From an optimization exercise on the open Yosys and OpenROAD flow, aimed at small area and a short achievable clock period; shortcuts taken in it are not production practice. Function was checked by simulation only, so behaviour that the tests miss may differ from the original. No activity file was given, so power comes from the tool's default toggle rates.

==> module bt656_header_decoder, before the edit <==
module bt656_header_decoder
(
   input  logic              clk,
   input  logic              rstn,
   input  logic              enable_i,
   input  bt656_pkg::byte_t  data_i,
   output logic              hdr_valid_o,
   output logic              is_eav_o,
   output logic              vblank_o,
   output logic              field_o,
   output bt656_pkg::byte_t  tap_byte_o
);
   localparam int DLY_LEN = 5;
   bt656_pkg::byte_t dly_q [0:DLY_LEN-1];
   bt656_pkg::byte_t xy_byte;
   logic  hit_q;
   always_ff @(posedge clk)
   begin
      dly_q[0] <= data_i;
      for (int i = 1; i < DLY_LEN; i++)
         dly_q[i] <= dly_q[i-1];
      if (!rstn)
      begin
         dly_q[0][0] <= 1'b0;
         dly_q[1][0] <= 1'b0;
         dly_q[2][0] <= 1'b0;
      end
   end
   always_ff @(posedge clk)
   begin
      hit_q <= rstn &&
               (dly_q[2] == bt656_pkg::SYNC_PREAMBLE_FF) &&
               (dly_q[1] == bt656_pkg::SYNC_PREAMBLE_00) &&
               (dly_q[0] == bt656_pkg::SYNC_PREAMBLE_00);
   end
   assign xy_byte = dly_q[0];
   assign hdr_valid_o = enable_i && hit_q;
   assign is_eav_o = xy_byte[bt656_pkg::HDR_BIT_H];
   assign vblank_o = xy_byte[bt656_pkg::HDR_BIT_V];
   assign field_o  = xy_byte[bt656_pkg::HDR_BIT_F];
   assign tap_byte_o = dly_q[DLY_LEN-1];
endmodule
==> module line_fifo, before the edit <==
module line_fifo
#(
   parameter int FIFO_DEPTH = 64
)
(
   input  logic             clk,
   input  logic             rstn,
   input  logic             flush_i,
   input  logic             wr_en_i,
   input  bt656_pkg::byte_t wr_byte_i,
   input  logic             wr_sof_i,
   input  logic             wr_eol_i,
   output logic             full_o,
   input  logic             rd_req_i,
   output logic             not_empty_o,
   output bt656_pkg::byte_t rd_byte_o,
   output logic             rd_sof_o,
   output logic             rd_eol_o
);
   localparam int ENTRY_W = 10;
   localparam int GRP     = 8;
   logic [ENTRY_W-1:0] sr [0:FIFO_DEPTH-2];
   logic [ENTRY_W-1:0] wr_entry, next_entry;
   logic [GRP-1:0]     lo_q, hi_q;
   logic [ENTRY_W-1:0] grp [0:GRP-1];
   logic [ENTRY_W-1:0] next_acc [0:GRP];
   logic               ne_q, one_q, full_q;
   logic               wr_ok, rd_ok, inc, dec, two_up, at_zero, up, down;
   logic               cnt_2, cnt_63, load_wr;
   bt656_pkg::byte_t   head_byte_q;
   logic               head_sof_q, head_eol_q;
   assign wr_entry = {wr_eol_i, wr_sof_i, wr_byte_i};
   assign wr_ok    = wr_en_i && !full_q;
   assign rd_ok    = rd_req_i && ne_q;
   assign inc      = wr_ok && !rd_ok;
   assign dec      = rd_ok && !wr_ok;
   assign two_up   = ne_q && !one_q;
   assign at_zero  = lo_q[0] && hi_q[0];
   assign cnt_2    = two_up && at_zero;
   assign cnt_63   = lo_q[5] && hi_q[7];
   assign up       = inc && two_up;
   assign down     = dec && two_up && !at_zero;
   always_ff @(posedge clk)
   begin
      if (wr_ok)
      begin
         sr[0] <= wr_entry;
         for (int i = 1; i < FIFO_DEPTH-1; i++)
            sr[i] <= sr[i-1];
      end
   end
   for (genvar h = 0; h < GRP; h++)
   begin : g_grp
      logic [ENTRY_W-1:0] acc [0:GRP];
      assign acc[0] = '0;
      for (genvar l = 0; l < GRP; l++)
      begin : g_term
         if (GRP*h + l < FIFO_DEPTH-1)
         begin : g_used
            assign acc[l+1] = acc[l] | ({ENTRY_W{lo_q[l]}} & sr[GRP*h + l]);
         end
         else
         begin : g_none
            assign acc[l+1] = acc[l];
         end
      end
      assign grp[h] = acc[GRP];
   end
   for (genvar h = 0; h <= GRP; h++)
   begin : g_next
      if (h == 0)
      begin : g_first
         assign next_acc[0] = '0;
      end
      else
      begin : g_rest
         assign next_acc[h] = next_acc[h-1] | ({ENTRY_W{hi_q[h-1]}} & grp[h-1]);
      end
   end
   assign next_entry = next_acc[GRP];
   assign load_wr = rd_ok ? one_q : !ne_q;
   always_ff @(posedge clk)
   begin
      if (load_wr)
         head_byte_q <= wr_byte_i;
      else if (rd_ok)
         head_byte_q <= next_entry[ENTRY_W-3:0];
   end
   always_ff @(posedge clk)
   begin
      if (!rstn || flush_i)
      begin
         lo_q       <= GRP'(1);
         hi_q       <= GRP'(1);
         ne_q       <= 1'b0;
         one_q      <= 1'b0;
         full_q     <= 1'b0;
         head_sof_q <= 1'b0;
         head_eol_q <= 1'b0;
      end
      else
      begin
         if (up)
         begin
            lo_q <= {lo_q[GRP-2:0], lo_q[GRP-1]};
            if (lo_q[GRP-1])
               hi_q <= {hi_q[GRP-2:0], hi_q[GRP-1]};
         end
         else if (down)
         begin
            lo_q <= {lo_q[0], lo_q[GRP-1:1]};
            if (lo_q[0])
               hi_q <= {hi_q[0], hi_q[GRP-1:1]};
         end
         if (wr_ok)
            ne_q <= 1'b1;
         else if (rd_ok && one_q)
            ne_q <= 1'b0;
         if (inc)
            one_q <= !ne_q;
         else if (dec)
            one_q <= cnt_2;
         if (inc && cnt_63)
            full_q <= 1'b1;
         else if (rd_ok)
            full_q <= 1'b0;
         if (load_wr)
         begin
            head_sof_q <= wr_ok && wr_sof_i;
            head_eol_q <= wr_ok && wr_eol_i;
         end
         else if (rd_ok)
         begin
            head_sof_q <= next_entry[ENTRY_W-2];
            head_eol_q <= next_entry[ENTRY_W-1];
         end
      end
   end
   assign full_o      = full_q;
   assign not_empty_o = ne_q;
   assign rd_byte_o   = head_byte_q;
   assign rd_sof_o    = head_sof_q;
   assign rd_eol_o    = head_eol_q;
endmodule
export LEC_CHECK = 0
export CAP_MARGIN = 20
export CORE_MARGIN = 2
export CORE_UTILIZATION = 75
export CTS_CLUSTER_DIAMETER = 60
export CTS_CLUSTER_SIZE = 25
export SETUP_SLACK_MARGIN = 2.9
export SLEW_MARGIN = 20
create_clock -name core_clock -period 5.5 [get_ports {clk}]
standard.sh (not shown) runs the stock make flow with config.mk's settings and CLKGATE_MAP_FILE= SYNTH_SCRIPT=/design/flow/synth_recipe.tcl, a recipe that flattens the netlist after the stock synthesis.
==> flow/flow/run.sh <==
#!/bin/bash
# The standard layout with two changes: clock tree synthesis adds no
# dummy loads, and the port buffers start at buf_1 (repair resizes them).
set -euo pipefail
cd "$(dirname "$0")/.."
export CTS_ARGS="-sink_clustering_enable -repair_clock_nets -dont_use_dummy_load -sink_clustering_size 16 -sink_clustering_max_diameter 70 -buf_list sky130_fd_sc_hd__clkbuf_8"
export BUFFER_PORTS_ARGS="-buffer_cell sky130_fd_sc_hd__buf_1"
bash standard.sh > standard_flow.log 2>&1
Rerun with:
--- a/flow/design.v
+++ b/flow/design.v
@@ -27,39 +27,34 @@
    output logic              is_eav_o,
    output logic              vblank_o,
    output logic              field_o,
    output bt656_pkg::byte_t  tap_byte_o
 );
-   localparam int DLY_LEN = 5;
-   bt656_pkg::byte_t dly_q [0:DLY_LEN-1];
+   bt656_pkg::byte_t dly0_q, dly1_q, dly2_q, dly3_q, dly4_q;
    bt656_pkg::byte_t xy_byte;
    logic  hit_q;
    always_ff @(posedge clk)
    begin
-      dly_q[0] <= data_i;
-      for (int i = 1; i < DLY_LEN; i++)
-         dly_q[i] <= dly_q[i-1];
-      if (!rstn)
-      begin
-         dly_q[0][0] <= 1'b0;
-         dly_q[1][0] <= 1'b0;
-         dly_q[2][0] <= 1'b0;
-      end
+      dly0_q <= {data_i[7:1], data_i[0] & rstn};
+      dly1_q <= {dly0_q[7:1], dly0_q[0] & rstn};
+      dly2_q <= {dly1_q[7:1], dly1_q[0] & rstn};
+      dly3_q <= dly2_q;
+      dly4_q <= dly3_q;
    end
    always_ff @(posedge clk)
    begin
       hit_q <= rstn &&
-               (dly_q[2] == bt656_pkg::SYNC_PREAMBLE_FF) &&
-               (dly_q[1] == bt656_pkg::SYNC_PREAMBLE_00) &&
-               (dly_q[0] == bt656_pkg::SYNC_PREAMBLE_00);
+               (dly2_q == bt656_pkg::SYNC_PREAMBLE_FF) &&
+               (dly1_q == bt656_pkg::SYNC_PREAMBLE_00) &&
+               (dly0_q == bt656_pkg::SYNC_PREAMBLE_00);
    end
-   assign xy_byte = dly_q[0];
+   assign xy_byte = dly0_q;
    assign hdr_valid_o = enable_i && hit_q;
    assign is_eav_o = xy_byte[bt656_pkg::HDR_BIT_H];
    assign vblank_o = xy_byte[bt656_pkg::HDR_BIT_V];
    assign field_o  = xy_byte[bt656_pkg::HDR_BIT_F];
-   assign tap_byte_o = dly_q[DLY_LEN-1];
+   assign tap_byte_o = dly4_q;
 endmodule
 `timescale 1ns/1ns
 module bt656_line_tracker
 (
    input  logic                  clk,
@@ -205,15 +200,15 @@
    output logic             rd_sof_o,
    output logic             rd_eol_o
 );
    localparam int ENTRY_W = 10;
    localparam int GRP     = 8;
-   logic [ENTRY_W-1:0] sr [0:FIFO_DEPTH-2];
+   logic [FIFO_DEPTH-2:0][ENTRY_W-1:0] sr;
    logic [ENTRY_W-1:0] wr_entry, next_entry;
    logic [GRP-1:0]     lo_q, hi_q;
-   logic [ENTRY_W-1:0] grp [0:GRP-1];
-   logic [ENTRY_W-1:0] next_acc [0:GRP];
+   logic [GRP-1:0][ENTRY_W-1:0] grp;
+   logic [GRP:0][ENTRY_W-1:0] next_acc;
    logic               ne_q, one_q, full_q;
    logic               wr_ok, rd_ok, inc, dec, two_up, at_zero, up, down;
    logic               cnt_2, cnt_63, load_wr;
    bt656_pkg::byte_t   head_byte_q;
    logic               head_sof_q, head_eol_q;
@@ -229,32 +224,29 @@
    assign up       = inc && two_up;
    assign down     = dec && two_up && !at_zero;
    always_ff @(posedge clk)
    begin
       if (wr_ok)
-      begin
-         sr[0] <= wr_entry;
-         for (int i = 1; i < FIFO_DEPTH-1; i++)
-            sr[i] <= sr[i-1];
-      end
+         sr <= {sr[FIFO_DEPTH-3:0], wr_entry};
    end
    for (genvar h = 0; h < GRP; h++)
    begin : g_grp
-      logic [ENTRY_W-1:0] acc [0:GRP];
-      assign acc[0] = '0;
+      logic [(GRP+1)*ENTRY_W-1:0] acc;
+      assign acc[ENTRY_W-1:0] = '0;
       for (genvar l = 0; l < GRP; l++)
       begin : g_term
          if (GRP*h + l < FIFO_DEPTH-1)
          begin : g_used
-            assign acc[l+1] = acc[l] | ({ENTRY_W{lo_q[l]}} & sr[GRP*h + l]);
+            assign acc[(l+1)*ENTRY_W +: ENTRY_W] = acc[l*ENTRY_W +: ENTRY_W] |
+                                                   ({ENTRY_W{lo_q[l]}} & sr[GRP*h + l]);
          end
          else
          begin : g_none
-            assign acc[l+1] = acc[l];
+            assign acc[(l+1)*ENTRY_W +: ENTRY_W] = acc[l*ENTRY_W +: ENTRY_W];
          end
       end
-      assign grp[h] = acc[GRP];
+      assign grp[h] = acc[GRP*ENTRY_W +: ENTRY_W];
    end
    for (genvar h = 0; h <= GRP; h++)
    begin : g_next
       if (h == 0)
       begin : g_first
Clock power is about the same.
Synthesized cell count hardly moves.
Utilization stays the same.
Total power stays flat.
Sequential share of layout area is unchanged.
Routed wire length is higher by 1.4%.
Via count is higher by 0.69%.
Flip-flop and latch count does not change.
First-iteration DRC count is higher by 7.4%.

port drivers added, routing unchanged:
Ports are ideal in the flow. The routed layouts listed here were re-timed in OpenROAD.
Step 1 assumes that a clkbuf_16 drives the clock port and a buf_2 every other input.
Step 2 adds t to the input delays and takes it off the output delays; t is the mean of the earliest and latest rising clock arrival at the registers after step 1. Input paths then give back, and output paths get back, about the clock's delay inside the block.
Three values: ideal ports, drivers, drivers and shift; two values: the first two.
| run | t, ns | slack for setup (ns) | worst data-port slew with drivers (ns) |
|---|---|---|---|
| the first run | 0.709 | 2.932 / 2.886 / 2.368 | 0.06 |
| the second run | 0.707 | 2.890 / 2.822 / 2.572 | 0.09 |
After both steps setup and hold are still met in every run listed. For the first run, which loses most, drivers alone change the setup slack by -0.046 ns; drivers and shift together by -0.564 ns.
